Context: an optimization exercise on an open-source flow, tuned for small area, a short achievable clock period and few clock cycles per item. The choices shown serve that exercise and are no tape-out recipe.
RTL that was checked went through simulation tests only; none was proved equivalent to the original.
No functional check of the RTL was part of runs 3 and 5.
No activity file was given, so power comes from the tool's default toggle rates.

==> flow/design.v <==
`timescale 1ns / 1ps
package rrts_pkg;
    localparam logic [1:0] ACT_LOAD    = 2'd0;
    localparam logic [1:0] ACT_TICK    = 2'd1;
    localparam logic [1:0] ACT_RESTART = 2'd2;
    localparam logic [15:0] TIME_MAX  = 16'hFFFF;
    localparam logic [7:0]  SLICE_MAX = 8'hFF;
endpackage
`timescale 1ns / 1ps
module rrts_ctrl (
    input  logic i_clk,
    input  logic i_rst_n,
    input  logic i_in_valid,
    output logic o_in_ready,
    output logic o_out_valid,
    input  logic i_out_ready,
    output logic o_acc,
    output logic o_exec,
    output logic o_head_en,
    output logic o_head_from_sk,
    output logic o_sk_en
);
    logic r_ov;
    logic r_sk;
    logic r_irv;
    logic r_rdy;
    logic head_free;
    logic sk_n, irv_n;
    assign head_free      = !r_ov || i_out_ready;
    assign o_acc          = i_in_valid && r_rdy;
    assign o_exec         = r_irv && !r_sk;
    assign o_head_en      = head_free && (r_sk || o_exec);
    assign o_head_from_sk = r_sk;
    assign o_sk_en        = !head_free && o_exec;
    assign o_in_ready     = r_rdy;
    assign o_out_valid    = r_ov;
    assign sk_n  = !head_free && (r_sk || o_exec);
    assign irv_n = o_acc || (r_irv && r_sk);
    always_ff @(posedge i_clk) begin
        if (!i_rst_n) begin
            r_ov  <= 1'b0;
            r_sk  <= 1'b0;
            r_irv <= 1'b0;
            r_rdy <= 1'b1;
        end else begin
            r_ov  <= !head_free || r_sk || o_exec;
            r_sk  <= sk_n;
            r_irv <= irv_n;
            r_rdy <= !irv_n || !sk_n;
        end
    end
endmodule
`timescale 1ns / 1ps
module rrts_dp (
    input  logic        i_clk,
    input  logic        i_rst_n,
    input  logic        i_acc,
    input  logic        i_exec,
    input  logic [1:0]  i_action,
    input  logic [2:0]  i_slot,
    input  logic [7:0]  i_burst,
    input  logic [15:0] i_arrival,
    input  logic [7:0]  i_quantum,
    input  logic [3:0]  i_task_count,
    input  logic        i_head_en,
    input  logic        i_head_from_sk,
    input  logic        i_sk_en,
    output logic [2:0]  o_ran_slot,
    output logic        o_idle,
    output logic        o_completed,
    output logic [15:0] o_ctime,
    output logic        o_all_done
);
    logic [7:0]  r_rem   [0:7];
    logic [7:0]  r_burst [0:7];
    logic [15:0] r_arr   [0:7];
    logic [7:0]  r_ready;
    logic [7:0]  r_nz;
    logic [7:0]  r_bnz;
    logic [7:0]  r_use;
    logic [15:0] r_time;
    logic [2:0]  r_ptr;
    logic [2:0]  r_run;
    logic [7:0]  r_slice;
    logic        r_open;
    logic [1:0]  r_action;
    logic [2:0]  r_slot;
    logic        r_due;
    logic [2:0]  r_h_slot;
    logic        r_h_idle;
    logic        r_h_comp;
    logic [15:0] r_h_time;
    logic        r_h_ad;
    logic        r_s_idle;
    logic        r_s_comp;
    logic        is_load, is_tick, is_rst;
    logic        in_load;
    logic [7:0]  in_slot_oh;
    logic [7:0]  one, cand, run_oh, hi, g_hi, g_all, g, slot_oh, act_m;
    logic [7:0]  nz_next, ptr_oh_nxt;
    logic        cont, have, completed, slice_end;
    logic        ge_c, ge_n;
    logic [2:0]  p, ptr_nxt;
    logic [7:0]  q_eff, qm1, slice_c, slice_inc;
    logic [15:0] time_inc, time_d;
    logic        due_same, due_inc, due_zero;
    logic        a_empty, a_last, ad_next;
    assign in_load = (i_action == rrts_pkg::ACT_LOAD);
    always_comb begin
        for (int i = 0; i < 8; i++) in_slot_oh[i] = (i_slot == 3'(i));
    end
    assign due_same = (i_arrival <= r_time);
    assign due_inc  = (i_arrival <= time_inc);
    assign due_zero = (i_arrival == 16'd0);
    always_ff @(posedge i_clk) begin
        if (i_acc) begin
            r_action <= i_action;
            r_slot   <= i_slot;
            r_due    <= (i_exec && is_tick) ? due_inc : (i_exec && is_rst) ? due_zero : due_same;
        end
    end
    always_ff @(posedge i_clk) begin
        for (int i = 0; i < 8; i++) begin
            if (i_acc && in_load && in_slot_oh[i]) begin
                r_burst[i] <= i_burst;
                r_arr[i]   <= i_arrival;
            end
        end
    end
    always_ff @(posedge i_clk) begin
        if (!i_rst_n) begin
            r_bnz <= 8'd0;
        end else begin
            for (int i = 0; i < 8; i++) begin
                if (i_acc && in_load && in_slot_oh[i]) r_bnz[i] <= (i_burst != 8'd0);
            end
        end
    end
    always_ff @(posedge i_clk) begin
        for (int i = 0; i < 8; i++) r_use[i] <= (i_task_count > 4'(i));
    end
    assign is_load = (r_action == rrts_pkg::ACT_LOAD);
    assign is_tick = (r_action == rrts_pkg::ACT_TICK);
    assign is_rst  = (r_action == rrts_pkg::ACT_RESTART);
    always_comb begin
        for (int i = 0; i < 8; i++) begin
            one[i]     = (r_rem[i] == 8'd1);
            run_oh[i]  = (r_run == 3'(i));
            slot_oh[i] = (r_slot == 3'(i));
            hi[i]      = (3'(i) >= r_ptr);
        end
    end
    assign act_m = r_use & r_nz;
    assign cand  = r_ready & act_m;
    assign cont  = r_open && ((run_oh & act_m) != 8'd0);
    always_comb begin
        logic [7:0] m;
        logic       seen_hi, seen_all;
        m        = cand & hi;
        seen_hi  = 1'b0;
        seen_all = 1'b0;
        for (int i = 0; i < 8; i++) begin
            g_hi[i]  = m[i] && !seen_hi;
            g_all[i] = cand[i] && !seen_all;
            seen_hi  = seen_hi || m[i];
            seen_all = seen_all || cand[i];
        end
    end
    assign g    = cont ? run_oh : ((cand & hi) != 8'd0) ? g_hi : g_all;
    assign have = cont || (cand != 8'd0);
    always_comb begin
        p = 3'd0;
        for (int i = 0; i < 8; i++) if (g[i]) p = p | 3'(i);
    end
    assign q_eff     = (i_quantum == 8'd0) ? 8'd1 : i_quantum;
    assign qm1       = q_eff - 8'd1;
    assign slice_c   = (r_slice == rrts_pkg::SLICE_MAX) ? r_slice : r_slice + 8'd1;
    assign ge_c      = (r_slice >= qm1);
    assign ge_n      = (q_eff == 8'd1);
    assign slice_inc = cont ? slice_c : 8'd1;
    assign completed = (g & one) != 8'd0;
    assign slice_end = completed || (cont ? ge_c : ge_n);
    assign ptr_oh_nxt = {g[6:0], 1'b0} & r_use;
    always_comb begin
        ptr_nxt = 3'd0;
        for (int i = 0; i < 8; i++) if (ptr_oh_nxt[i]) ptr_nxt = ptr_nxt | 3'(i);
    end
    assign time_inc = (r_time == rrts_pkg::TIME_MAX) ? r_time : r_time + 16'd1;
    assign time_d   = is_tick ? time_inc : is_rst ? 16'd0 : r_time;
    assign a_empty = (act_m == 8'd0);
    always_comb begin
        a_last = 1'b0;
        for (int i = 0; i < 8; i++) begin
            if (act_m[i] && one[i] && ((act_m & ~(8'd1 << i)) == 8'd0)) a_last = 1'b1;
        end
    end
    always_comb begin
        if (is_tick)      ad_next = a_empty || (a_last && have);
        else if (is_load) ad_next = ((act_m & ~slot_oh) == 8'd0) && ((r_use & r_bnz & slot_oh) == 8'd0);
        else if (is_rst)  ad_next = ((r_use & r_bnz) == 8'd0);
        else              ad_next = a_empty;
    end
    always_comb begin
        for (int i = 0; i < 8; i++) begin
            if (is_tick)      nz_next[i] = r_nz[i] && !(g[i] && one[i]);
            else if (is_load) nz_next[i] = slot_oh[i] ? r_bnz[i] : r_nz[i];
            else if (is_rst)  nz_next[i] = r_bnz[i];
            else              nz_next[i] = r_nz[i];
        end
    end
    always_ff @(posedge i_clk) begin
        if (i_exec) begin
            for (int i = 0; i < 8; i++) begin
                if ((is_load && slot_oh[i]) || is_rst) r_rem[i] <= r_burst[i];
                else if (is_tick && g[i])              r_rem[i] <= r_rem[i] - 8'd1;
                if (is_load && slot_oh[i])             r_ready[i] <= r_due;
                else if (is_rst)                       r_ready[i] <= (r_arr[i] == 16'd0);
                else if (is_tick && (r_arr[i] == time_inc)) r_ready[i] <= 1'b1;
            end
        end
    end
    always_ff @(posedge i_clk) begin
        if (!i_rst_n) begin
            r_nz    <= 8'd0;
            r_time  <= 16'd0;
            r_ptr   <= 3'd0;
            r_run   <= 3'd0;
            r_slice <= 8'd0;
            r_open  <= 1'b0;
        end else if (i_exec) begin
            r_nz   <= nz_next;
            r_time <= time_d;
            if (is_tick) begin
                if (have) begin
                    r_run   <= p;
                    r_slice <= slice_end ? 8'd0 : slice_inc;
                    r_open  <= !slice_end;
                    if (slice_end) r_ptr <= ptr_nxt;
                end else begin
                    r_slice <= 8'd0;
                    r_open  <= 1'b0;
                end
            end else if (is_rst) begin
                r_ptr   <= 3'd0;
                r_run   <= 3'd0;
                r_slice <= 8'd0;
                r_open  <= 1'b0;
            end
        end
    end
    always_ff @(posedge i_clk) begin
        if (i_head_en) begin
            if (i_head_from_sk) begin
                r_h_slot <= r_s_idle ? 3'd0 : r_run;
                r_h_idle <= r_s_idle;
                r_h_comp <= r_s_comp;
                r_h_time <= r_time;
                r_h_ad   <= a_empty;
            end else begin
                r_h_slot <= (is_tick && have) ? p : 3'd0;
                r_h_idle <= !(is_tick && have);
                r_h_comp <= is_tick && completed;
                r_h_time <= time_d;
                r_h_ad   <= ad_next;
            end
        end
        if (i_sk_en) begin
            r_s_idle <= !(is_tick && have);
            r_s_comp <= is_tick && completed;
        end
    end
    assign o_ran_slot  = r_h_slot;
    assign o_idle      = r_h_idle;
    assign o_completed = r_h_comp;
    assign o_ctime     = r_h_time;
    assign o_all_done  = r_h_ad;
endmodule
`timescale 1ns / 1ps
module round_robin_time_slice_scheduler #(
    parameter int MAX_TASKS = 8
) (
    input  logic        i_clk,
    input  logic        i_rst_n,
    input  logic        i_in_valid,
    output logic        o_in_ready,
    input  logic [1:0]  i_in_action,
    input  logic [2:0]  i_in_slot,
    input  logic [7:0]  i_in_burst,
    input  logic [15:0] i_in_arrival,
    output logic        o_out_valid,
    input  logic        i_out_ready,
    output logic [2:0]  o_out_ran_slot,
    output logic        o_out_idle,
    output logic        o_out_completed,
    output logic [15:0] o_out_completion_time,
    output logic        o_out_all_done,
    input  logic        psel,
    input  logic        penable,
    input  logic        pwrite,
    input  logic [2:0]  paddr,
    input  logic [31:0] pwdata,
    output logic [31:0] prdata,
    output logic        pready
);
    logic [7:0] r_quantum;
    logic [3:0] r_task_count;
    logic [7:0] r_prdata;
    logic       r_pready;
    logic       cfg_wr;
    logic       acc, exec, head_en, head_from_sk, sk_en;
    assign pready = r_pready;
    assign prdata = {24'd0, r_prdata};
    assign cfg_wr = psel && penable && pwrite && r_pready;
    always_ff @(posedge i_clk) begin
        if (!i_rst_n) begin
            r_quantum    <= 8'd2;
            r_task_count <= 4'd8;
            r_pready     <= 1'b0;
        end else begin
            r_pready <= psel;
            if (cfg_wr) begin
                if (paddr[2]) r_task_count <= pwdata[3:0];
                else          r_quantum    <= pwdata[7:0];
            end
        end
    end
    always_ff @(posedge i_clk) begin
        r_prdata <= paddr[2] ? {4'd0, r_task_count} : r_quantum;
    end
    rrts_ctrl u_ctrl (
        .i_clk          (i_clk),
        .i_rst_n        (i_rst_n),
        .i_in_valid     (i_in_valid),
        .o_in_ready     (o_in_ready),
        .o_out_valid    (o_out_valid),
        .i_out_ready    (i_out_ready),
        .o_acc          (acc),
        .o_exec         (exec),
        .o_head_en      (head_en),
        .o_head_from_sk (head_from_sk),
        .o_sk_en        (sk_en)
    );
    rrts_dp u_dp (
        .i_clk          (i_clk),
        .i_rst_n        (i_rst_n),
        .i_acc          (acc),
        .i_exec         (exec),
        .i_action       (i_in_action),
        .i_slot         (i_in_slot),
        .i_burst        (i_in_burst),
        .i_arrival      (i_in_arrival),
        .i_quantum      (r_quantum),
        .i_task_count   (r_task_count),
        .i_head_en      (head_en),
        .i_head_from_sk (head_from_sk),
        .i_sk_en        (sk_en),
        .o_ran_slot     (o_out_ran_slot),
        .o_idle         (o_out_idle),
        .o_completed    (o_out_completed),
        .o_ctime        (o_out_completion_time),
        .o_all_done     (o_out_all_done)
    );
endmodule
==> flow/flow/run.sh <==
#!/bin/bash
set -euo pipefail
bash standard.sh SETUP_SLACK_MARGIN=7 "BUFFER_PORTS_ARGS=-buffer_cell sky130_fd_sc_hd__buf_2" finish > standard_flow.log 2>&1
==> flow/standard.sh <==
#!/bin/bash
# synth_recipe.tcl (not shown) runs the flow's synth.tcl, then flattens the netlist and writes it again
# the make line also repeats each setting of config.mk as NAME=value (left out here)
make -C /OpenROAD-flow-scripts/flow DESIGN_CONFIG=/design/flow/config.mk WORK_HOME=/design/flow/orfs CLKGATE_MAP_FILE= SYNTH_SCRIPT=/design/flow/synth_recipe.tcl "${@:-finish}"
==> flow/config.mk <==
export PLATFORM = sky130hd
export DESIGN_NAME = round_robin_time_slice_scheduler
export DESIGN_NICKNAME = round_robin_time_slice_scheduler
export VERILOG_FILES = /design/flow/design.v
export SDC_FILE = /design/flow/constraint.sdc
export NUM_CORES = 4
export LEC_CHECK = 0
export ABC_AREA = 1
export CAP_MARGIN = 20
export CORE_MARGIN = 2
export CORE_UTILIZATION = 55
export CTS_CLUSTER_DIAMETER = 80
export CTS_CLUSTER_SIZE = 20
export SLEW_MARGIN = 20
==> flow/constraint.sdc <==
create_clock -name core_clock -period 10.0 [get_ports {i_clk}]
set_input_delay 2.0000 -clock core_clock [delete_from_list [all_inputs] [get_ports {i_clk}]]
set_output_delay 2.0000 -clock core_clock [all_outputs]
set_load 0.01 [all_outputs]
==> summary.txt, run 1 <==
The flow ran to the end and the layout has no timing, DRC or antenna violations. During I/O placement, the number of pins put on the boundary was 128. The worst-case setup slack after placement came out at 4.99 ns.

At the worst endpoint, the arrival time is 3.31 ns. The fraction of the cycle the final worst path needs is 31.2%. The post-detailed-route count of antenna-violating nets came out at 0. The largest vdd supply drop is around 0.17 mV. The first-pass GRT wire length came out at 82.3 mm. The global-route total usage across every layer came out at slightly below 30%.

The maximum number of pins on one net before global-route repair is 43. For this run, the share of the core covered by cells in the final layout is a little under two thirds. Ranked by total cell area, the synthesized netlist is headed by edfxtp_1, dfxtp_1, nand2_1, nor2_1, inv_1.

The first detailed-routing pass ran for 6 iterations. The setup-violating endpoint count in the final report came out at 0. By startpoint and endpoint, the worst setup path is classified as in2reg. The relative slew slack came out at 37.0%. The CTS tree is built.

The DRC violation count after routing is 0. The initial antenna violation count is 1. The most common cell after layout, fill and taps aside is nand2_1. STA classifies the critical path endpoint as a register. The total number of placement rows came out at 68. The final routed wirelength across all metal layers came out at 56.1 mm. The via count of the first global-routing pass is 14400.

The global placer's final weighted congestion is around 0.98. In this run the worst path has a maximum fanout of 26. The routed layout has ~16000 vias. Using the TritonRoute via totals, the vias-per-cell ratio works out to 5.82.

The standard cell with the maximum stage delay on the critical path is nor2_4. The post-synthesis share of cell area spent on full adders, half adders and majority gates came out at 4.06%. The simple logic cell fraction of the synthesized area came out at between 20% and 30%. The total area of multi-input combinational cells came out at 8440 µm². The mean area per synthesized cell came out at around 9 µm². Based on the critical path, the design can be clocked at up to 320 MHz. The CTS sink count is 374.

The tightest min-delay check is of the reg2reg type. Setup repair after global routing could not meet its margin everywhere. The clock skew came out at 0.0229 ns. The share of Yosys cell area claimed by the top area cell type came out at 45.5%. After global routing the overflow that remains totals 0. The fill cell instance count of the final layout is roughly 2900. Synthesis inferred 374 register bits. The maximum count of clock buffers along a single path is 3.

The post-route minimum period came out at between 3 and 4 ns. The leakage power summed over all cells came out at 0.00846 µW. The worst setup path is launched from a primary input. In the layout the commonest cells are nand2_1, edfxtp_1, nor2_1. The worst setup margin is 6.88 ns. The synthesized netlist devotes 8.93% of its cell area to compound gates. The number of diodes came out at 0. The wire-length estimate of the detail-placed layout is between 30 and 40 mm.

The flip-flop cell with the highest count after synthesis is edfxtp_1. The max-cap violation count came out at 0. The global-route track usage on met3 is under 10%.

Input and output buffers added on the ports amount to 77. The global-route met1 utilization is 39.2%. The detailed router's first-iteration violation count is around 1400.

The clock edge transition at the registers on the reported setup and hold paths is roughly 0.090 ns. The sequential-to-total area share from yosys stat is 53.7%. The core region is 34600 µm². Counting flops with a built-in enable in the synthesized netlist gives about 290.

CTS placed an instance of clkbuf_16 at the clock tree root. The met2 track demand over resource came out at 51.6%. The die covers 36800 µm².

The power per standard cell area is 140 nW/µm². The number of failing hold endpoints at the final stage came to 0. After synthesis, the largest family of logic cells by area is simple AND/OR/NAND/NOR gates.

Adding up every negative setup slack in the final design gives 0 ns. The clock reaches the later pin of the worst-skew pair after approximately 0.57 ns. The die outline width is 192 µm. Of the total synthesized cell area, the portion taken by XOR and XNOR cells is 5.15%. The required time at the endpoint of the critical path came out at 10.19 ns. The height of the chip came out at 192 µm. The number of library cell types mapped by synthesis is 51. The count of pins over their slew limit came out at 0. The total clock buffers created by CTS came out at 24. CTS built an H-tree with a depth of 1.

The sequential standard cell area came out at 10500 µm². In this run the cell area of the synthesized design comes to 19400 µm². The final layout net count is 2349. The area growth from synthesis to layout is 13.3%. The number of warnings issued by yosys came out at 6.

The proportion of synthesized flip-flops having asynchronous set or reset is 0%. For this run, the slowest stage of the critical path takes between 0.6 and 0.7 ns. The initial core utilization came out at 56.0%. Walking the worst path, the cells encountered are buf_2 -> nor4_4 -> inv_2 -> nor2_4. The fraction of final layout cells sized beyond drive strength 1 is 14.8%. The worst hold slack came out at 0.430 ns. The busiest layer in global routing is met2. The average detailed-routed wire length per instance came out at 20.9 µm. The biggest area consumer among synthesized cells is edfxtp_1. The slew at the pin closest to its max-slew limit came out at 0.932 ns. Measured against the total synthesized area, the mux share comes to 0%. Synthesis handed over a netlist of 2110 instances.
per-stage QoR:
step / area (µm²) / power [µW] / std cells
after detailed placement: 20300 / 2060 / 2607
after global placement: 20300 / 2050 / 2607
after CTS: 21600 / 3080 / 2672
after floorplan: 19600 / 1950 / 2133
final: 22000 / 3070 / 2688
after global routing: 22000 / 3180 / 2688
state kept, by name, summed over array words and instances (netlist names), 3 cells and up:
name	count
u_dp.r_bnz	8
r_task_count	4
r_quantum	8
u_dp.r_ptr	3
u_dp.r_h_time	16
u_dp.r_ready	8
u_dp.r_use	8
u_dp.r_h_slot	3
u_dp.r_rem	64
u_dp.r_arr	128
u_dp.r_slot	3
u_dp.r_slice	8
r_prdata	8
u_dp.r_time	16
u_dp.r_burst	64
u_dp.r_run	3
u_dp.r_nz	8
cell type report:
class	count	area share, %
inverters	235	4.35
flip-flops and latches	374	47.6
clock inverters	8	0.415
multi-input cells	1461	38.4
clock buffers	36	2.98
repair inverters	1	0.0341
well taps	455	2.59
repair buffers	118	3.66
Yosys cell counts (all sizes together), types with 4 or more instances:
| library cell | number |
|---|---|
| a31oi | 36 |
| o21ai | 142 |
| clkbuf | 31 |
| nand3 | 123 |
| nor2 | 237 |
| o211ai | 6 |
| xnor2 | 32 |
| nand4 | 49 |
| o22ai | 20 |
| buf | 36 |
| a211oi | 4 |
| clkinv | 5 |
| nor4 | 48 |
| edfxtp | 294 |
| dfxtp | 80 |
| ha | 63 |
| inv | 230 |
| nand2 | 424 |
| or2 | 17 |
| o2111ai | 5 |
| a21oi | 83 |
| nor3 | 41 |
| xor2 | 82 |
where the power goes:
part,leakage [µW],internal (µW),switching [µW],total (µW)
Combinational,0.00477,104,228,333
Sequential,0.00333,1710,22.9,1730
Clock,0.000362,470,543,1010
Total,0.00846,2280,794,3070
path summary, 6_finish.rpt:
kind                                              startpoint  cells after the start                     endpoint  slack, ns
worst min-delay path            r_task_count[3]$_SDFFE_PN1P_                      0        u_dp.r_use[7]$_DFF_P_       0.43
worst min register to register  r_task_count[3]$_SDFFE_PN1P_                      0        u_dp.r_use[7]$_DFF_P_       0.43
worst max register to register   u_dp.r_time[0]$_SDFFE_PN0P_                     15         u_dp.r_due$_DFFE_PP_       6.92
worst max-delay path                          i_in_action[1]                      4  u_dp.r_arr[1][15]$_DFFE_PP_       6.88
routing by layer:
layer  wire length (µm)  vias to the layer above
li1                   -                     7423
met3               3640                      104
met4               1650                        2
met5                 14                        -
met2              27700                      599
met1              23100                     7509
timing repair:
item                                    4_1_cts  5_1_grt
gates resized for setup                      89       83
hold buffers                                  0        0
buffers inserted                             19       13
cloned                                        2        3
endpoints found under the setup margin      258      147
pin swaps                                    16       44
cell families (layout without fill, tap and decap cells):
kind of cell,after synthesis,count (layout)
AOI/OAI and AO/OA,312,312
xor gates and xnor gates,114,114
adders and majority gates,63,63
buffers and inverters,302,398
DFF,374,374
other,1,24
and+or+nand+nor,944,948
critical path: cells and delay by family:
family	cells	cell delay (ns)
simple gates	2	0.98
buf+inv	2	0.32
Testbench counts, summed over its fixed seeds: cycles 6,637, items 6,509.
==> run 2: changes to the inputs <==
--- a/flow/config.mk
+++ b/flow/config.mk
@@ -9,6 +9,6 @@
 export CAP_MARGIN = 20
 export CORE_MARGIN = 2
 export CORE_UTILIZATION = 55
-export CTS_CLUSTER_DIAMETER = 80
-export CTS_CLUSTER_SIZE = 20
+export CTS_CLUSTER_DIAMETER = 100
+export CTS_CLUSTER_SIZE = 25
 export SLEW_MARGIN = 20
==> run 2 against run 1 <==
First-iteration DRC count rose by 2.8%. Critical endpoint is now u_dp.r_due$_DFFE_PP_. Critical path type unchanged. Power fell by 3.6%. Area after synthesis did not move. Synthesized cell count did not move. Sequential power barely moved.
==> summary.txt, run 2 <==
The flow ran to the end and the layout has no timing, DRC or antenna violations. The number of synthesized flops with an enable pin came out at 294 (unchanged). The H-tree depth is 1 (unchanged). The average detailed-routed wire length per instance came out at 21.2 µm (+1.6%). The via count of the first global-routing pass came to 14300 (-0.20%).

The flip-flop count of the largest register after layout was 128 (unchanged). The leakage power summed over all cells came out at 0.00845 µW (-0.13%). The post-detailed-route count of antenna-violating nets was 0 (unchanged).

The initial antenna violation count is 1 (unchanged). The DRC violation count after routing is 0 (unchanged). The clock edge transition at the registers on the reported setup and hold paths was 0.11 ns (+0.02 ns). The worst setup path is launched from a primary input. The count of buffers from port buffering came out at 77 (unchanged). The fraction of final layout cells sized beyond drive strength 1 is 15.4% (+0.58 points).

Setup repair after global routing could not meet its margin everywhere. The source-to-sink clock delay at the later pin of the worst-skew pair is 0.54 ns (-0.03 ns). The most critical setup path has its startpoint at i_in_arrival[1]. met2 is the most crowded layer. In the synthesized netlist, the cells that appear most often are nand2_1, edfxtp_1, nor2_1. The detailed router's first-iteration violation count is 1450 (+2.8%). The global-route total usage across every layer came out at 29.9% (+0.33 points). The global-route met1 utilization is 39.4% (+0.17 points).

The area growth from synthesis to final layout came out at 14.0%. The total power came to 2960 µW (-3.6%). The total number of vias is 15700 (+0.49%). The worst setup path is captured at a register.

In this run the critical register-to-register path is launched from u_dp.r_time[0]$_SDFFE_PN0P_. The maximum count of clock buffers along a single path came out at 3 (unchanged). The library cells used most frequently in the layout, excluding fill and tap cells, are nand2_1, edfxtp_1, nor2_1.

The clock skew was 0.0221 ns (-0.000755 ns). The library cell used most frequently in the layout, excluding fill and tap cells, is nand2_1. The sequential-to-total area share from yosys stat is 53.7% (unchanged). The maximum number of pins on one net before global-route repair is 43 (unchanged). The largest vdd supply drop is 0.221 mV (+30%). The worst setup margin came out at 6.91 ns (+0.0337 ns). The post-DP HPWL is 38.3 mm (unchanged). The area inside the core boundary came out at 34600 µm² (unchanged). The global-route track usage on met3 is 4.09% (+1.2 points).

The post-route minimum period came out at 3.09 ns (-0.0337 ns). The max-cap violation count is 0 (unchanged). The fraction of the cycle the final worst path needs is 30.9% (-0.34 points). The data arrival time of the worst path is 3.40 ns (+0.09 ns). The required time at the endpoint of the critical path is 10.31 ns (+0.12 ns). In the final layout, the registers with the most flip-flops are u_dp.r_arr x128, u_dp.r_burst x64, u_dp.r_rem x64. The height of the chip is 192 µm (unchanged). The startpoint identified for the worst hold timing path is r_task_count[3]$_SDFFE_PN1P_. The die outline width is 192 µm (unchanged). The setup-violating endpoint count in the final report came to 0 (unchanged). The fill cell instance count of the final layout came out at 2862 (-0.97%). The summed instance area of the synthesized netlist came out at 19400 µm² (unchanged). The number of failing hold endpoints at the final stage is 0 (unchanged). The proportion of synthesized flip-flops having asynchronous set or reset was 0% (unchanged). The largest register by flop count is u_dp.r_arr. The CTS sink count came out at 374 (unchanged). The share of Yosys cell area claimed by the top area cell type came out at 45.5% (unchanged). The number of library cell types mapped by synthesis is 51 (unchanged). The type of the worst setup path is in2reg.

The final layout net count is 2356 (+0.30%). The highest attainable clock frequency came out at 324 MHz (+1.1%). The number of diodes came out at 0 (unchanged). The first-pass GRT wire length is 83.0 mm (+0.76%). The total clock buffers created by CTS is 19 (-21%). The worst hold slack is 0.429 ns (-0.000991 ns). The relative slew slack came to 43.3% (+6.3 points). The worst-case setup slack after placement is 4.99 ns (unchanged). The total congestion overflow after global routing is 0 (unchanged). The power per standard cell area came to 134 nW/µm² (-4.2%). The overall die area was 36800 µm² (unchanged). The initial core utilization is 56.0% (unchanged). TritonCTS built the clock tree. The number of top-level design ports is 128 (unchanged). The largest driver fanout on the critical path is 11 (-58%). The detail-routed via count per cell is 5.84 (+0.45%). The cell sitting at the root of the clock tree is a clkbuf_16. The count of pins over their slew limit came out at 0 (unchanged).

The gate count of the mapped netlist came to 2110 (unchanged). The slew at the pin closest to its max-slew limit came out at 0.849 ns (-0.0824 ns). The sum of negative setup slack was 0 ns (unchanged). The biggest area contributor in the post-synthesis netlist is edfxtp_1. The global placer's final weighted congestion is 0.982 (unchanged). The met2 track demand over resource is 51.6% (about the same). The flop and latch count out of synthesis came to 374 (unchanged). The most common cell in the synthesized netlist is nand2_1. In the post-synthesis netlist, the biggest area contributors are edfxtp_1, dfxtp_1, nand2_1, nor2_1, inv_1. The final routed wirelength across all metal layers is 57.0 mm (+1.7%). The class of the worst hold path is reg2reg.

The flip-flop cell with the highest count after synthesis is edfxtp_1. The total number of placement rows was 68 (unchanged). The mean area per synthesized cell came to 9.20 µm² (unchanged).

The first-pass iteration count of the detailed router came out at 5 (-1). The number of warnings issued by yosys came out at 6 (unchanged).
-- run 2: cell counts after synthesis --
Identical to the previous run, type by type.
-- run 2: cell families after synthesis --
kind of cell	after synthesis	synth area share, %
and+or+nand+nor	944	21.6
DFF	374	53.7
AOI/OAI and AO/OA	312	8.93
buffers and inverters	302	6.47
xor gates and xnor gates	114	5.15
adders and majority gates	63	4.06
other	1	0.0193
-- run 2: power by group --
group | total [µW] | internal [µW] | leakage [µW] | switching (µW)
clock network | 892 | 390 | 0.000276 | 502
logic | 343 | 109 | 0.00485 | 234
registers | 1730 | 1710 | 0.00333 | 23.4
-- run 2: per-layer routing --
metal / vias up / share of wire, %
li1: 7445 / -
met1: 7476 / 41
met2: 674 / 49
met3: 116 / 7.3
met4: 2 / 3.1
met5: - / 0.023
-- run 2: layout make-up --
type                            instances  area [µm²]  share of cell area [%]
Tap cell                              455         569                    2.57
Clock inverter                          1        20.0                  0.0905
Multi-Input combinational cell       1466        8630                    39.0
Timing Repair inverter                  3        21.3                  0.0962
Timing Repair Buffer                  123         896                    4.05
Inverter                              235         963                    4.36
Sequential cell                       374       10500                    47.3
Clock buffer                           32         556                    2.51
-- run 2: repair_timing --
action | 4_1_cts | 5_1_grt
cloned | 6 | 6
setup endpoints to repair | 252 | 179
pin swaps | 19 | 47
setup buffers | 15 | 22
hold buffers | 0 | 0
resized for setup | 103 | 106
-- run 2: worst max-delay path, cell delays in order --
cell and delay (ns):
buf_8 0.14, ha_4 0.27, inv_1 0.03, o21bai_1 0.20, a221oi_2 0.11, o221ai_2 0.23
nand2_1 0.09, nand3_1 0.08, a21oi_1 0.06, o21a_1 0.18
-- run 2: worst paths after layout --
path,end,slack [ns],cells after the start
worst max-delay path,u_dp.r_due$_DFFE_PP_,6.91,10
worst min-delay path,u_dp.r_use[7]$_DFF_P_,0.43,0
worst max register to register,u_dp.r_due$_DFFE_PP_,6.91,16
worst min register to register,u_dp.r_use[7]$_DFF_P_,0.43,0
-- run 2: metrics by stage --
step / utilization (%) / std cells / cell area (µm²)
global route: 63.9 / 2689 / 22100
floorplan: - / 2133 / 19600
CTS: 62.0 / 2661 / 21500
detailed placement: 58.6 / 2607 / 20300
finish: 63.9 / 2689 / 22100
global placement: 58.6 / 2607 / 20300
==> run 3: changes to the inputs <==
--- a/flow/design.v
+++ b/flow/design.v
@@ -104,13 +104,15 @@
     logic [7:0]  q_eff, qm1, slice_c, slice_inc;
     logic [15:0] time_inc, time_d;
     logic        due_same, due_inc, due_zero;
+    logic [15:0] arr_m1;
     logic        a_empty, a_last, ad_next;
     assign in_load = (i_action == rrts_pkg::ACT_LOAD);
     always_comb begin
         for (int i = 0; i < 8; i++) in_slot_oh[i] = (i_slot == 3'(i));
     end
+    assign arr_m1 = i_arrival - 16'd1;
     assign due_same = (i_arrival <= r_time);
-    assign due_inc  = (i_arrival <= time_inc);
+    assign due_inc  = due_zero || (arr_m1 <= r_time);
     assign due_zero = (i_arrival == 16'd0);
     always_ff @(posedge i_clk) begin
         if (i_acc) begin
@@ -123,7 +125,7 @@
         for (int i = 0; i < 8; i++) begin
             if (i_acc && in_load && in_slot_oh[i]) begin
                 r_burst[i] <= i_burst;
-                r_arr[i]   <= i_arrival;
+                r_arr[i]   <= arr_m1;
             end
         end
     end
@@ -214,8 +216,8 @@
                 if ((is_load && slot_oh[i]) || is_rst) r_rem[i] <= r_burst[i];
                 else if (is_tick && g[i])              r_rem[i] <= r_rem[i] - 8'd1;
                 if (is_load && slot_oh[i])             r_ready[i] <= r_due;
-                else if (is_rst)                       r_ready[i] <= (r_arr[i] == 16'd0);
-                else if (is_tick && (r_arr[i] == time_inc)) r_ready[i] <= 1'b1;
+                else if (is_rst)                       r_ready[i] <= (r_arr[i] == 16'hFFFF);
+                else if (is_tick && (r_arr[i] == r_time)) r_ready[i] <= 1'b1;
             end
         end
     end
--- a/flow/config.mk
+++ b/flow/config.mk
@@ -9,6 +9,6 @@
 export CAP_MARGIN = 20
 export CORE_MARGIN = 2
 export CORE_UTILIZATION = 55
-export CTS_CLUSTER_DIAMETER = 100
-export CTS_CLUSTER_SIZE = 25
+export CTS_CLUSTER_DIAMETER = 80
+export CTS_CLUSTER_SIZE = 20
 export SLEW_MARGIN = 20
==> run 3 against run 2 <==
Final area grew 0.25%. Non-clock buffer count grew 34. Register-to-register slack gained 0.07 ns. Via count shrank 0.20%. Fmax shrank 29%. First-iteration DRC count grew 12%. Sequential share of layout area shrank 0.16 points. Power grew 2.8%. Clock-buffer cell count grew 4. Highest routed layer is now met4.
==> summary.txt, run 3 <==
The post-detailed-route count of antenna-violating nets came out at 0 (unchanged). The dominant cell type by count on the critical path is nand2_1. The H-tree depth came out at 1 (unchanged). The fill cell instance count of the final layout is 2783 (-2.8%). Traced cell by cell, the critical path runs through buf_8 -> clkinvlp_4 -> ha_4 -> nand2_4 -> nor3_4 -> nor3b_4 -> nand4_1 -> nor2_1 -> nand2_1 -> a21oi_2 -> inv_2 -> ha_1 -> nand4_1 -> nor3_2 -> nand2_1 -> a32o_1 -> nand2_1 -> nand3_2. The power per standard cell area came out at 137 nW/µm² (+2.6%). The number of synthesized flops with an enable pin is 294 (unchanged). The largest driver fanout on the critical path is 3 (-8). The post-DP HPWL was 39.0 mm (+1.9%). The initial antenna violation count came out at 0 (-1). The clock skew came out at 0.0149 ns (-0.00719 ns). In this run the worst hold path is classified as reg2reg.

The number of warnings issued by yosys came out at 6 (unchanged). The count of buffers from port buffering is 77 (unchanged). The detailed router's first-iteration violation count came out at 1620 (+12%). The number of failing hold endpoints at the final stage is 0 (unchanged). The CTS sink count is 374 (unchanged). The category of the worst setup path launch point is a primary input. For this design, the slowest cell found on the critical path is ha_1. STA classifies the critical path endpoint as a register.

The leakage power summed over all cells came out at 0.00834 µW (-1.3%). The relative contribution of the clock network to total power came out at 32.5% (+2.4 points). The initial core utilization came out at 55.6% (-0.40 points).

The maximum count of clock buffers along a single path came out at 3 (unchanged). The post-route cell area came out at 22200 µm² (+0.25%). The total number of vias is 15700 (-0.20%). The total congestion overflow after global routing came out at 0 (unchanged). The first-pass iteration count of the detailed router came out at 6 (+1). Tracing the worst setup path back leads to its startpoint at i_in_arrival[0]. The cell depth of the worst setup path came out at 18 (+8). TritonCTS built the clock tree. The largest registers in the layout are u_dp.r_arr x128, u_dp.r_burst x64, u_dp.r_rem x64. The fraction of final layout cells sized beyond drive strength 1 is 16.1% (+0.72 points). The slew at the pin closest to its max-slew limit is 1.03 ns (+0.178 ns). The number of diodes came out at 0 (unchanged). The number of top-level design ports came out at 128 (unchanged). The flop and latch count out of synthesis was 374 (unchanged). The cell area reported after detailed placement came out at 20000 µm² (-1.3%).

The placed cell count is 2517 (-3.5%). The worst reg2reg path depth came out at 8 (-8). The overall die area came out at 36400 µm² (-1.2%). The post-route minimum period came out at 4.35 ns (+1.26 ns).

The detail-routed via count per cell came out at 5.93 (+1.5%). The flow ran to the end and the layout has no timing, DRC or antenna violations. Ranked by total cell area, the synthesized netlist is headed by edfxtp_1, dfxtp_1, nand2_1, ha_1, o21ai_0. The total power is 3050 µW (+2.8%).

The source-to-sink clock delay at the later pin of the worst-skew pair came out at 0.57 ns (+0.03 ns). The largest vdd supply drop came out at 0.160 mV (-27%). The data arrival time of the worst path came to 4.66 ns (+1.26 ns). The required time at the endpoint of the critical path came out at 10.31 ns (about the same). In the layout the commonest cells are nand2_1, edfxtp_1, nor2_1.

The biggest cell delay along the critical path came out at 0.31 ns (+0.04 ns). The die outline width is 191 µm (-0.59%). The summed instance area of the synthesized netlist came out at 19200 µm² (-1.2%).

The clock edge transition at the registers on the reported setup and hold paths is 0.09 ns (-0.02 ns). The count of pins over their slew limit came to 0 (unchanged). The first-pass GRT wire length is 83.3 mm (+0.44%). The highest attainable clock frequency came out at 230 MHz (-29%). The share of the core filled with cells came to 64.4% (+0.48 points). The mean area per synthesized cell came to 9.41 µm² (+2.3%). The endpoint of the most critical register-to-register path is u_dp.r_ready[3]$_DFFE_PP_. The average detailed-routed wire length per instance came out at 21.3 µm (+0.33%). The library cell used most frequently in the layout, excluding fill and tap cells, is nand2_1. The fraction of the cycle the final worst path needs is 43.5% (+13 points). The critical path is of the in2reg type. The setup-violating endpoint count in the final report came out at 0 (unchanged). The flip-flop count of the largest register after layout came out at 128 (unchanged). u_dp.r_arr holds more flip-flops than any other register.

The gate count of the mapped netlist came out at 2037 (-3.5%). The DRC violation count after routing came out at 0 (unchanged). The internal power summed over all cells came out at 2280 µW (+3.4%).

The max-cap violation count came out at 0 (unchanged). Among cell families on the critical path, the largest total delay comes from simple AND/OR/NAND/NOR gates. The maximum number of pins on one net before global-route repair came out at 42 (-2.3%). edfxtp_1 takes more of the synthesized area than any other cell. Setup repair after global routing could not meet its margin everywhere. The register-to-register path setup slack came out at 6.98 ns (+0.07 ns). The total clock buffers created by CTS came out at 23 (+4).

The area inside the core boundary came out at 34500 µm² (-0.49%). The switching component of the power came out at 768 µW (+1.2%). The sequential-to-total area share from yosys stat was 54.4% (+0.66 points).

The number of library cell types mapped by synthesis was 58 (+14%). In the synthesized netlist the dominant register cell turns out to be edfxtp_1. The area growth from synthesis to layout is 15.7%.

The cell sitting at the root of the clock tree is a clkbuf_16. The combinational share of power is 10.3% (-1.3 points). The worst register-to-register path begins at u_dp.r_time[6]$_SDFFE_PN0P_. The most critical setup path has its endpoint at u_dp.r_due$_DFFE_PP_.

The buffers plus inverters on the worst setup path is 3 (+1). The global-route total usage across every layer is 30.3% (+0.39 points). The sum of negative setup slack is 0 ns (unchanged). The global placer's final weighted congestion is 0.911 (-7.2%). The via count of the first global-routing pass is 14400 (+0.65%). The final routed wirelength across all metal layers was 56.3 mm (-1.3%). The final layout net count came out at 2308 (-2.0%). The sequential share of power came out at 57.1% (-1.3 points). The relative slew slack came out at 30.9% (-12 points). The height of the chip is 191 µm (-0.59%). The total number of placement rows came out at 68 (unchanged). The proportion of total power due to net switching came out at 25.2% (-0.41 points).

The most common cell in the synthesized netlist is nand2_1. The post-route non-filler standard cell count is 2645 (-1.6%). The share of Yosys cell area claimed by the top area cell type is 46.1% (+0.56 points). The proportion of synthesized flip-flops having asynchronous set or reset was 0% (unchanged). By count the netlist is led by nand2_1, edfxtp_1, nor2_1.
-- run 3: cell types whose count changed after synthesis, sizes merged, moves of 11 or more --
cell    delta
clkbuf    +14
inv       -37
nand2     -41
nand3     -20
nand4     +22
nor2      -31
nor4      -26
o21ai     +22
xnor2     +11
xor2      -19
-- run 3: timing repair --
action,in CTS,in global routing
gates cloned,5,6
setup endpoints to repair,335,372
buffers inserted,32,43
hold endpoints to repair,0,0
pin swaps,14,38
gates resized for setup,88,83
hold buffers,0,0
-- run 3: how the worst min path moves through the flow --
| stage | start | endpoint | slack, ns | cells past startpoint |
|---|---|---|---|---|
| after floorplan | r_task_count[2]$_SDFFE_PN0P_ | u_dp.r_use[3]$_DFF_P_ | 0.43 | 2 |
| after global placement | r_task_count[3]$_SDFFE_PN1P_ | u_dp.r_use[7]$_DFF_P_ | 0.41 | 0 |
| after detailed placement | r_task_count[3]$_SDFFE_PN1P_ | u_dp.r_use[7]$_DFF_P_ | 0.41 | 0 |
| after CTS | r_task_count[3]$_SDFFE_PN1P_ | u_dp.r_use[7]$_DFF_P_ | 0.43 | 0 |
| after global routing | r_task_count[3]$_SDFFE_PN1P_ | u_dp.r_use[7]$_DFF_P_ | 0.46 | 0 |
| final | r_task_count[3]$_SDFFE_PN1P_ | u_dp.r_use[7]$_DFF_P_ | 0.43 | 0 |
-- run 3: metal layers --
metal  GRT usage (%)  part of all wire, %
met1            40.5                   41
met2            51.0                   48
met4            11.1                  3.8
met3            3.85                  7.4
met5               0                    0
-- run 3: logic make-up (layout without fill, tap and decap cells) --
logic type / count (synthesis) / count (layout) / synth area share (%)
AOI/OAI and AO/OA: 364 / 364 / 10.9
xor gates and xnor gates: 106 / 106 / 4.84
adders and majority gates: 64 / 64 / 4.18
buffers and inverters: 279 / 400 / 6.10
DFF: 374 / 374 / 54.4
other: 1 / 24 / 0.0196
and+or+nand+nor: 849 / 858 / 19.6
-- run 3: layout make-up --
type | count | area, µm² | share of cell area (%)
Clock buffer | 36 | 646 | 2.91
Clock inverter | 6 | 55.1 | 0.248
Inverter | 199 | 793 | 3.58
Multi-Input combinational cell | 1416 | 8410 | 37.9
Sequential cell | 374 | 10500 | 47.1
Tap cell | 455 | 569 | 2.57
Timing Repair Buffer | 157 | 1240 | 5.60
Timing Repair inverter | 2 | 12.5 | 0.0564
-- run 3: metrics by stage --
step	hold slack (ns)	worst slack, ns
floorplan	0.433	5.51
global placement	0.406	4.47
detailed placement	0.408	4.43
CTS	0.425	5.76
global route	0.458	5.52
finish	0.428	5.65
-- run 3: power groups by stage --
stage | logic [µW] | clock network (µW) | registers [µW]
3_3_place_gp | 262 | 0 | 1780
3_5_place_dp | 268 | 0 | 1780
5_1_grt | 345 | 1060 | 1740
4_1_cts | 290 | 1010 | 1740
2_1_floorplan | 186 | 0 | 1760
6_report | 315 | 991 | 1740
==> run 4: changes to the inputs <==
--- a/flow/design.v
+++ b/flow/design.v
@@ -78,7 +78,6 @@
     logic [7:0]  r_nz;
     logic [7:0]  r_bnz;
     logic [7:0]  r_use;
-    logic [15:0] r_time;
     logic [2:0]  r_ptr;
     logic [2:0]  r_run;
     logic [7:0]  r_slice;
@@ -93,6 +92,9 @@
     logic        r_h_ad;
     logic        r_s_idle;
     logic        r_s_comp;
+    logic        r_s_tinc;
+    logic        r_s_tzero;
+    logic [15:0] cur_time;
     logic        is_load, is_tick, is_rst;
     logic        in_load;
     logic [7:0]  in_slot_oh;
@@ -103,29 +105,32 @@
     logic [2:0]  p, ptr_nxt;
     logic [7:0]  q_eff, qm1, slice_c, slice_inc;
     logic [15:0] time_inc, time_d;
-    logic        due_same, due_inc, due_zero;
-    logic [15:0] arr_m1;
+    logic        due_same, due_inc, due_zero, due_d;
     logic        a_empty, a_last, ad_next;
     assign in_load = (i_action == rrts_pkg::ACT_LOAD);
     always_comb begin
         for (int i = 0; i < 8; i++) in_slot_oh[i] = (i_slot == 3'(i));
     end
-    assign arr_m1 = i_arrival - 16'd1;
-    assign due_same = (i_arrival <= r_time);
-    assign due_inc  = due_zero || (arr_m1 <= r_time);
+    assign due_same = (i_arrival <= cur_time);
+    assign due_inc  = (i_arrival <= time_inc);
     assign due_zero = (i_arrival == 16'd0);
+    always_comb begin
+        if (i_exec)              due_d = is_tick ? due_inc : is_rst ? due_zero : due_same;
+        else if (i_head_from_sk) due_d = r_s_tinc ? due_inc : r_s_tzero ? due_zero : due_same;
+        else                     due_d = due_same;
+    end
     always_ff @(posedge i_clk) begin
         if (i_acc) begin
             r_action <= i_action;
             r_slot   <= i_slot;
-            r_due    <= (i_exec && is_tick) ? due_inc : (i_exec && is_rst) ? due_zero : due_same;
+            r_due    <= due_d;
         end
     end
     always_ff @(posedge i_clk) begin
         for (int i = 0; i < 8; i++) begin
             if (i_acc && in_load && in_slot_oh[i]) begin
                 r_burst[i] <= i_burst;
-                r_arr[i]   <= arr_m1;
+                r_arr[i]   <= i_arrival;
             end
         end
     end
@@ -187,8 +192,8 @@
         ptr_nxt = 3'd0;
         for (int i = 0; i < 8; i++) if (ptr_oh_nxt[i]) ptr_nxt = ptr_nxt | 3'(i);
     end
-    assign time_inc = (r_time == rrts_pkg::TIME_MAX) ? r_time : r_time + 16'd1;
-    assign time_d   = is_tick ? time_inc : is_rst ? 16'd0 : r_time;
+    assign time_inc = (cur_time == rrts_pkg::TIME_MAX) ? cur_time : cur_time + 16'd1;
+    assign time_d   = is_tick ? time_inc : is_rst ? 16'd0 : cur_time;
     assign a_empty = (act_m == 8'd0);
     always_comb begin
         a_last = 1'b0;
@@ -216,22 +221,20 @@
                 if ((is_load && slot_oh[i]) || is_rst) r_rem[i] <= r_burst[i];
                 else if (is_tick && g[i])              r_rem[i] <= r_rem[i] - 8'd1;
                 if (is_load && slot_oh[i])             r_ready[i] <= r_due;
-                else if (is_rst)                       r_ready[i] <= (r_arr[i] == 16'hFFFF);
-                else if (is_tick && (r_arr[i] == r_time)) r_ready[i] <= 1'b1;
+                else if (is_rst)                       r_ready[i] <= (r_arr[i] == 16'd0);
+                else if (is_tick && (r_arr[i] == time_inc)) r_ready[i] <= 1'b1;
             end
         end
     end
     always_ff @(posedge i_clk) begin
         if (!i_rst_n) begin
             r_nz    <= 8'd0;
-            r_time  <= 16'd0;
             r_ptr   <= 3'd0;
             r_run   <= 3'd0;
             r_slice <= 8'd0;
             r_open  <= 1'b0;
         end else if (i_exec) begin
             r_nz   <= nz_next;
-            r_time <= time_d;
             if (is_tick) begin
                 if (have) begin
                     r_run   <= p;
@@ -250,25 +253,34 @@
             end
         end
     end
+    assign cur_time = r_h_time;
+    always_ff @(posedge i_clk) begin
+        if (!i_rst_n) begin
+            r_h_time <= 16'd0;
+        end else if (i_head_en) begin
+            if (i_head_from_sk) r_h_time <= r_s_tinc ? time_inc : r_s_tzero ? 16'd0 : r_h_time;
+            else                r_h_time <= time_d;
+        end
+    end
     always_ff @(posedge i_clk) begin
         if (i_head_en) begin
             if (i_head_from_sk) begin
                 r_h_slot <= r_s_idle ? 3'd0 : r_run;
                 r_h_idle <= r_s_idle;
                 r_h_comp <= r_s_comp;
-                r_h_time <= r_time;
                 r_h_ad   <= a_empty;
             end else begin
                 r_h_slot <= (is_tick && have) ? p : 3'd0;
                 r_h_idle <= !(is_tick && have);
                 r_h_comp <= is_tick && completed;
-                r_h_time <= time_d;
                 r_h_ad   <= ad_next;
             end
         end
         if (i_sk_en) begin
-            r_s_idle <= !(is_tick && have);
-            r_s_comp <= is_tick && completed;
+            r_s_idle  <= !(is_tick && have);
+            r_s_comp  <= is_tick && completed;
+            r_s_tinc  <= is_tick;
+            r_s_tzero <= is_rst;
         end
     end
     assign o_ran_slot  = r_h_slot;
==> flow/flow/run.sh (replaced) <==
#!/bin/bash
set -euo pipefail
bash standard.sh SETUP_SLACK_MARGIN=6.85 "BUFFER_PORTS_ARGS=-buffer_cell sky130_fd_sc_hd__buf_2" finish > standard_flow.log 2>&1
==> run 4 against run 3 <==
Still clean. Synthesized cell count rose by 0.15%. Critical path depth fell by 7. Clock-buffer cell count is the same. First-iteration DRC count is 24% lower. Setup slack improved by 1.1 ns. Via count shrank 4.8%. Critical endpoint unchanged.
==> summary.txt, run 4 <==
The flow ran to the end and the layout has no timing, DRC or antenna violations. The fraction of the cycle the final worst path needs came out at 32.2% (-11 points). The relative contribution of the clock network to total power is 36.0% (+3.5 points). The power per standard cell area came out at 136 nW/µm² (-0.70%). The post-DP HPWL was 36.9 mm (-5.2%). Counting instances in the post-synthesis netlist gives the leading cell types as nand2_1, edfxtp_1, nor2_1. The hold buffer count at cts came to 0 (unchanged). The overall die area was 35700 µm² (-1.7%). The number of warnings issued by yosys is 6 (unchanged). The via count of the first global-routing pass was 14200 (-1.8%). The largest register by flop count is u_dp.r_arr. The leakage power summed over all cells came to 0.00808 µW (-3.1%). The largest vdd supply drop was 0.138 mV (-14%). The DRC violation count after routing is 0 (unchanged). The worst-case setup slack after placement was 6.25 ns (+1.82 ns). The maximum number of pins on one net before global-route repair is 32 (-24%).

The flop and latch count out of synthesis came out at 360 (-3.7%). The flip-flop count of the largest register after layout came out at 128 (unchanged). The total area of multi-input combinational cells came to 8190 µm² (-2.5%). The total clock buffers created by CTS came out at 25 (+8.7%). The first-pass GRT wire length is 79.2 mm (-5.0%).

The sequential-to-total area share from yosys stat was 53.1% (-1.3 points). The proportion of total power due to net switching came to 24.2% (-0.99 points). Among all cell types in the netlist, the one instantiated most often is nand2_1. The total number of placement rows is 67 (-1.5%). The required time at the endpoint of the critical path came out at 10.42 ns (+0.11 ns). The proportion of synthesized flip-flops having asynchronous set or reset is 0% (unchanged). The worst hold path belongs to the class reg2reg. By area the synthesized netlist is led by edfxtp_1, nand2_1, dfxtp_1, nor2_1, ha_1. The die outline width came out at 189 µm (-0.87%). The standard cell with the maximum stage delay on the critical path is ha_1. The number of top-level design ports is 128 (unchanged). The global placer's final weighted congestion came out at 0.919 (+0.91%). The register-to-register path setup slack is 6.88 ns (-0.10 ns). The area inside the core boundary was 33600 µm² (-2.4%). The max-cap violation count came to 0 (unchanged). For this run, the leading register cell type out of synthesis is edfxtp_1.

The number of failing hold endpoints at the final stage came out at 0 (unchanged). The setup-violating endpoint count in the final report came out at 0 (unchanged). The combinational share of power was 6.4% (-3.9 points).

The highest attainable clock frequency is 311 MHz (+35%). The count of buffers from port buffering is 77 (unchanged). The worst setup path is captured at a register. The signal on the critical path passes through buf_2 -> ha_1 -> inv_1 -> o21bai_1 -> a221oi_2 -> nor2_1 -> o21ai_1 -> o2111ai_1 -> o21ai_1 -> nand2_1 -> nand3_1. The post-detailed-route count of antenna-violating nets is 0 (unchanged). The H-tree depth came out at 1 (unchanged). TritonCTS built the clock tree. The fill cell instance count of the final layout came out at 2802 (+0.68%). The clock root buffer is clkbuf_16. The largest driver fanout on the critical path is 11 (+8).

The clock edge transition at the registers on the reported setup and hold paths came to 0.08 ns (about the same). The sum of negative setup slack came out at 0 ns (unchanged). The global-route total usage across every layer is 28.9% (-1.4 points).

The share of Yosys cell area claimed by the top area cell type came out at 44.6% (-1.4 points). The average detailed-routed wire length per instance came out at 20.4 µm (-4.1%). The switching component of the power came out at 693 µW (-9.8%).

The number of library cell types mapped by synthesis is 60 (+3.4%). The detailed router's first-iteration violation count came out at 1224 (-24%). Among the stages of the critical path, the cell type that occurs most often is o21ai_1.

In the layout the commonest cells are nand2_1, edfxtp_1, nor2_1. The sequential share of power is 57.6% (+0.5 points). The relative slew slack came out at 37.6% (+6.7 points).

The gate count of the mapped netlist came to 2040 (+0.15%). The worst setup path is launched from a primary input. The worst setup margin is 6.78 ns (+1.13 ns).

The total congestion overflow after global routing came out at 0 (unchanged). The source-to-sink clock delay at the later pin of the worst-skew pair was 0.57 ns (about the same). The type of the worst setup path is in2reg. The biggest cell delay along the critical path is 0.31 ns (about the same). The data arrival time of the worst path came out at 3.63 ns (-1.03 ns). The post-route minimum period came out at 3.22 ns (-1.13 ns). The area growth from synthesis to layout is 11.3%. The first-pass iteration count of the detailed router is 6 (unchanged).

The synthesized design spends more area on one cell type than any other, namely edfxtp_1. The initial antenna violation count is 3 (+3). The sequential standard cell area is 10000 µm² (-4.0%). The number of synthesized flops with an enable pin came out at 280 (-4.8%). The CTS sink count came out at 360 (-3.7%).

Leaving out fill and tap cells, the most frequent cell in the layout is nand2_1. The slew at the pin closest to its max-slew limit is 0.935 ns (-0.0924 ns). The height of the chip is 189 µm (-0.87%). The fraction of final layout cells sized beyond drive strength 1 is 13.4% (-2.7 points). The initial core utilization is 56.0% (+0.39 points). The internal power summed over all cells came to 2170 µW (-4.9%). The maximum count of clock buffers along a single path is 3 (unchanged). The detail-routed via count per cell came out at 5.74 (-3.2%). The largest registers in the layout are u_dp.r_arr x128, u_dp.r_burst x64, u_dp.r_rem x64. The final routed wirelength across all metal layers is 53.1 mm (-5.7%).

Setup repair after global routing could not meet its margin everywhere. The summed instance area of the synthesized netlist is 18800 µm² (-1.8%). The total number of vias is 14900 (-4.8%).

The final layout net count is 2266 (-1.8%). The count of pins over their slew limit is 0 (unchanged). The clock skew came to 0.0326 ns (+0.0176 ns). The mean area per synthesized cell came out at 9.23 µm² (-1.9%).
run 4: cells by family after synthesis:
logic type	after synthesis	synth area share (%)
adders and majority gates	63	4.19
and+or+nand+nor	961	23.0
other	1	0.0199
DFF	360	53.1
xor gates and xnor gates	115	5.39
buffers and inverters	268	6.12
AOI/OAI and AO/OA	272	8.09
run 4: layer usage:
metal,GRT usage [%],vias to the layer above,wire length (µm)
li1,-,7164,-
met1,39.0,7080,22500
met2,48.2,565,24900
met3,3.58,116,3640
met4,10.6,2,2060
met5,0,-,11
run 4: what timing repair did:
item,CTS,global route
buffers inserted,6,9
resized for setup,31,46
pin swaps,4,24
cloned,0,5
endpoints found under the setup margin,87,130
run 4: area by class of cell:
| class | instances | share of cell area, % |
|---|---|---|
| Antenna cell | 2 | 0.0239 |
| Clock buffer | 36 | 3.18 |
| Clock inverter | 10 | 0.543 |
| Inverter | 204 | 3.71 |
| Multi-Input combinational cell | 1440 | 39.1 |
| Sequential cell | 360 | 47.9 |
| Tap cell | 448 | 2.67 |
| Timing Repair Buffer | 101 | 2.94 |
run 4: worst paths after layout:
check,start,to,cells past startpoint
setup reg to reg,u_dp.r_h_time[4]$_SDFFE_PN0P_,u_dp.r_due$_DFFE_PP_,15
hold reg to reg,r_task_count[3]$_SDFFE_PN1P_,u_dp.r_use[7]$_DFF_P_,0
setup / recovery,i_in_arrival[1],u_dp.r_due$_DFFE_PP_,11
hold / removal,r_task_count[3]$_SDFFE_PN1P_,u_dp.r_use[7]$_DFF_P_,0
run 4: critical path: cells and delay by family:
kind	cells	cell delay [ns]
adders and majority gates	1	0.31
and+or+nand+nor	3	0.24
AOI/OAI and AO/OA	5	0.74
buffers and inverters	2	0.34
run 4: stage by stage:
step,hold slack [ns],area [µm²],util [%],total power [µW],instances
final,0.414,21000,62.4,2860,2601
after floorplan,0.428,19100,-,1790,2063
after CTS,0.413,20700,61.4,2870,2585
after detailed placement,0.387,19700,58.6,1860,2533
after global routing,0.425,21000,62.4,2950,2601
after global placement,0.386,19700,58.6,1850,2533
run 4: power by group through the flow:
stage	clock, µW	combinational, µW	sequential, µW
2_1_floorplan	0	111	1680
3_3_place_gp	0	171	1680
3_5_place_dp	0	175	1680
4_1_cts	1040	177	1650
5_1_grt	1100	204	1650
6_report	1030	184	1650
Testbench counts of run 4, summed over its fixed seeds: cycles 6,637, items 6,509.
==> run 5: changes to the inputs <==
--- a/flow/design.v
+++ b/flow/design.v
@@ -112,7 +112,7 @@
         for (int i = 0; i < 8; i++) in_slot_oh[i] = (i_slot == 3'(i));
     end
     assign due_same = (i_arrival <= cur_time);
-    assign due_inc  = (i_arrival <= time_inc);
+    assign due_inc  = due_same || (i_arrival == time_inc);
     assign due_zero = (i_arrival == 16'd0);
     always_comb begin
         if (i_exec)              due_d = is_tick ? due_inc : is_rst ? due_zero : due_same;
==> flow/flow/run.sh (replaced) <==
#!/bin/bash
set -euo pipefail
bash standard.sh SETUP_SLACK_MARGIN=7 "BUFFER_PORTS_ARGS=-buffer_cell sky130_fd_sc_hd__buf_2" finish > standard_flow.log 2>&1
==> run 5 against run 4 <==
Still clean on timing, DRC and antenna. Final cell count up 0.35%. Via count down 1.9%. Combinational power up 14%. Critical path depth down 7. Non-clock buffer count up 38. Clock-buffer cell count down 9. Sequential share of layout area down 1.4 points. Critical path type unchanged. Critical endpoint is now u_dp.r_arr[2][9]$_DFFE_PP_. Highest routed layer is now met4.
==> summary.txt, run 5 <==
The flow ran to the end and the layout has no timing, DRC or antenna violations. The source-to-sink clock delay at the later pin of the worst-skew pair came to 0.56 ns (about the same). The post-route minimum period came out at 3.16 ns (-0.0577 ns). The required time at the endpoint of the critical path came to 10.19 ns (-0.23 ns).

The clock skew came out at 0.0221 ns (-0.0105 ns). The area inside the core boundary came to 33500 µm² (-0.25%). The initial antenna violation count was 2 (-1).

TritonCTS built the clock tree. The largest driver fanout on the critical path came out at 13 (+2). The first-pass GRT wire length is 76.4 mm (-3.5%). The sequential-to-total area share from yosys stat came out at 53.5% (+0.36 points). The highest attainable clock frequency was 317 MHz (+1.8%). The initial core utilization came out at 55.8% (-0.23 points). The proportion of total power due to net switching is 23.8% (-0.40 points). The mean area per synthesized cell came out at 9.28 µm² (+0.52%). The relative slew slack came to 32.8% (-4.8 points). The CTS sink count is 360 (unchanged). The critical path is of the in2reg type. The max-cap violation count came out at 0 (unchanged). The worst setup path is captured at a register. The synthesized design spends more area on one cell type than any other, namely edfxtp_1.

The register with the most flip-flops in the final layout is u_dp.r_arr. The global-route total usage across every layer is 28.1% (-0.77 points). The global placer's final weighted congestion is 0.901 (-2.0%).

The power per standard cell area came out at 129 nW/µm² (-5.8%). Yosys instantiated no cell more often than nand2_1. The share of Yosys cell area claimed by the top area cell type is 44.9% (+0.30 points). The sequential share of power was 59.0% (+1.4 points). The total congestion overflow after global routing came out at 0 (unchanged).

The slew at the pin closest to its max-slew limit came out at 0.994 ns (+0.0594 ns). The relative contribution of the clock network to total power is 33.4% (-2.6 points). The count of buffers from port buffering came to 77 (unchanged). The average detailed-routed wire length per instance is 20.0 µm (-2.1%). The switching component of the power is 664 µW (-4.1%). Setup repair after global routing could not meet its margin everywhere.

The maximum number of pins on one net before global-route repair came out at 43 (+34%). The post-DP HPWL was 35.0 mm (-5.4%). The die outline width came out at 188 µm (-0.33%). The combinational share of power is 7.5% (+1.1 points). The area growth from synthesis to final layout is 16.0%. The total clock buffers created by CTS came to 23 (-8.0%). The fraction of final layout cells sized beyond drive strength 1 is 18.2% (+4.8 points). The largest vdd supply drop came out at 0.161 mV (+16%).

The internal power summed over all cells came to 2130 µW (-2.0%). The sum of negative setup slack is 0 ns (unchanged). The number of library cell types mapped by synthesis is 57 (-5.0%). Ranked by total cell area, the synthesized netlist is headed by edfxtp_1, dfxtp_1, nand2_1, nor2_1, inv_1. The summed instance area of the synthesized netlist is 18700 µm² (-0.66%). The total power is 2790 µW (-2.5%). The first-pass iteration count of the detailed router is 5 (-1). The post-detailed-route count of antenna-violating nets came to 0 (unchanged). STA classifies the critical path startpoint as a primary input. The maximum count of clock buffers along a single path is 3 (unchanged). The leakage power summed over all cells was 0.00817 µW (+1.1%). In the final layout, the registers with the most flip-flops are u_dp.r_arr x128, u_dp.r_burst x64, u_dp.r_rem x64.

The final routed wirelength across all metal layers was 52.2 mm (-1.8%). The number of top-level design ports was 128 (unchanged). The proportion of synthesized flip-flops having asynchronous set or reset is 0% (unchanged). The number of failing hold endpoints at the final stage came out at 0 (unchanged). The flop and latch count out of synthesis is 360 (unchanged). The class of the worst hold path is reg2reg. In the synthesized netlist the dominant register cell turns out to be edfxtp_1. The via count of the first global-routing pass came to 13700 (-3.5%).

In this run the clock root is driven by a clkbuf_16. The height of the chip is 188 µm (-0.33%). The detailed router's first-iteration violation count came out at 1365 (+12%). The hold buffer count at cts came out at 0 (unchanged). The total number of placement rows came out at 67 (unchanged). The DRC violation count after routing came out at 0 (unchanged). The commonest cells after synthesis are nand2_1, edfxtp_1, nor2_1.

The register-to-register path setup slack is 7.03 ns (+0.15 ns). The clock edge transition at the registers on the reported setup and hold paths is 0.09 ns (about the same). The count of pins over their slew limit is 0 (unchanged).

The detail-routed via count per cell came out at 5.61 (-2.2%). The number of warnings issued by yosys came out at 6 (unchanged). Leaving out fill and tap cells, the most frequent cell in the layout is nand2_1. The data arrival time of the worst path was 3.35 ns (-0.28 ns). The overall die area came out at 35500 µm² (-0.65%). The fraction of the cycle the final worst path needs is 31.6% (-0.58 points). The H-tree depth is 1 (unchanged). The total number of vias is 14600 (-1.9%). The number of synthesized flops with an enable pin came out at 280 (unchanged). The final layout net count came out at 2268 (+0.088%). The setup-violating endpoint count in the final report came out at 0 (unchanged). The top cell types in the final layout, fill and taps aside, are nand2_1, edfxtp_1, nor2_1.

The gate count of the mapped netlist came out at 2016 (-1.2%). The fill cell instance count of the final layout was 2765 (-1.3%). The flip-flop count of the largest register after layout is 128 (unchanged).
==> run 5: changes by cell type in the layout (fill, tap and decap cells not counted), sizes merged, moves of 15 or more <==
| cell | change |
|---|---|
| or2 | +15 |
| nand2 | -43 |
| ha | -16 |
| xnor2 | +22 |
| o21ai | -16 |
| buf | +37 |
==> run 5: cells by family after synthesis <==
logic type               share of synthesized area, %
other                                          0.0200
AO/OA/AOI/OAI                                    7.24
flip-flops                                       53.5
XOR/XNOR                                         6.98
buffers and inverters                            6.27
adder cells (fa/ha/maj)                          3.14
AND/OR/NAND/NOR                                  22.8
==> run 5: area by class of cell <==
class	count	area, µm²	area share [%]
Clock buffer	27	591	2.72
Multi-Input combinational cell	1411	8370	38.6
Inverter	212	846	3.90
Clock inverter	8	58.8	0.271
Sequential cell	360	10100	46.4
Timing Repair Buffer	139	1180	5.45
Timing Repair inverter	3	17.5	0.0807
Antenna cell	2	5.00	0.0231
Tap cell	448	561	2.58
==> run 5: power groups by stage <==
stage / Combinational, µW / Sequential [µW] / Clock, µW
2_1_floorplan: 119 / 1680 / 0
3_3_place_gp: 177 / 1680 / 0
3_5_place_dp: 181 / 1680 / 0
4_1_cts: 197 / 1650 / 946
5_1_grt: 231 / 1650 / 994
6_report: 210 / 1650 / 933
==> run 5: through the flow <==
step	std cells	util, %	cell area [µm²]	setup slack (ns)	hold WS [ns]
CTS	2571	62.8	21000	6.89	0.432
global placement	2504	58.4	19600	6.12	0.424
detailed placement	2504	58.4	19600	6.09	0.414
global route	2610	64.7	21700	6.74	0.452
floorplan	2039	-	19000	6.66	0.433
finish	2610	64.7	21700	6.84	0.434
==> run 5: worst paths after layout <==
check                                from                    endpoint  depth (start not counted)
max                        i_in_action[1]  u_dp.r_arr[2][9]$_DFFE_PP_                          4
min reg2reg  r_task_count[3]$_SDFFE_PN1P_       u_dp.r_use[7]$_DFF_P_                          0
min          r_task_count[3]$_SDFFE_PN1P_       u_dp.r_use[7]$_DFF_P_                          0
max reg2reg     r_quantum[5]$_SDFFE_PN0P_  u_dp.r_ptr[0]$_SDFFE_PN0P_                         22
==> run 5: worst max-delay path, cell delays in order <==
cell and delay [ns]:
buf_2 0.15, nor4_4 0.30, inv_2 0.18, nor2_2 0.72
==> run 5: what timing repair did <==
action | in CTS | in global routing
gates cloned | 2 | 8
gates resized for setup | 146 | 82
setup buffers | 30 | 29
endpoints found under the setup margin | 215 | 234
pin swaps | 26 | 54
endpoints found under the hold margin | 0 | 0
==> run 5: layer usage <==
metal	vias to the layer above	track usage, %	routed length [µm]
li1	7090	-	-
met1	6991	39.1	23100
met2	471	46.9	24600
met3	94	3.02	2980
met4	0	8.68	1510
met5	-	0	0

==> separate check: timing with driven ports <==
In the flow no input, the clock included, has a driving cell. The finished layouts below were timed again as built, in two steps. Step 1, drivers: a clkbuf_16 drives i_clk and a buf_2 each remaining input, both assumed. Step 2 moves the port delays by t, midway between the first and last clock arrival at a register: inputs arrive t later, outputs are due t later. That takes back most of the time a late clock gives input paths. a / b / c = no drivers / after step 1 / after step 2; a / b = the first two.
run | t (ns) | slack for setup (ns) | worst setup path after step 2 | worst register clock-pin slew, ns
run 1 | 0.615 | 6.876 / 6.853 / 6.295 | input to register | 0.09 / 0.09
run 2 | 0.585 | 6.910 / 6.861 / 6.338 | input to register | 0.11 / 0.11
run 3 | 0.613 | 5.652 / 5.669 / 5.056 | input to register | 0.09 / 0.09
run 4 | 0.603 | 6.784 / 6.795 / 6.192 | input to register | 0.09 / 0.09
run 5 | 0.601 | 6.842 / 6.857 / 6.273 | input to register | 0.09 / 0.09
After both steps every run listed still meets setup and hold. For run 3, which loses most, drivers alone change the setup slack by +0.017 ns; drivers and shift together by -0.596 ns.
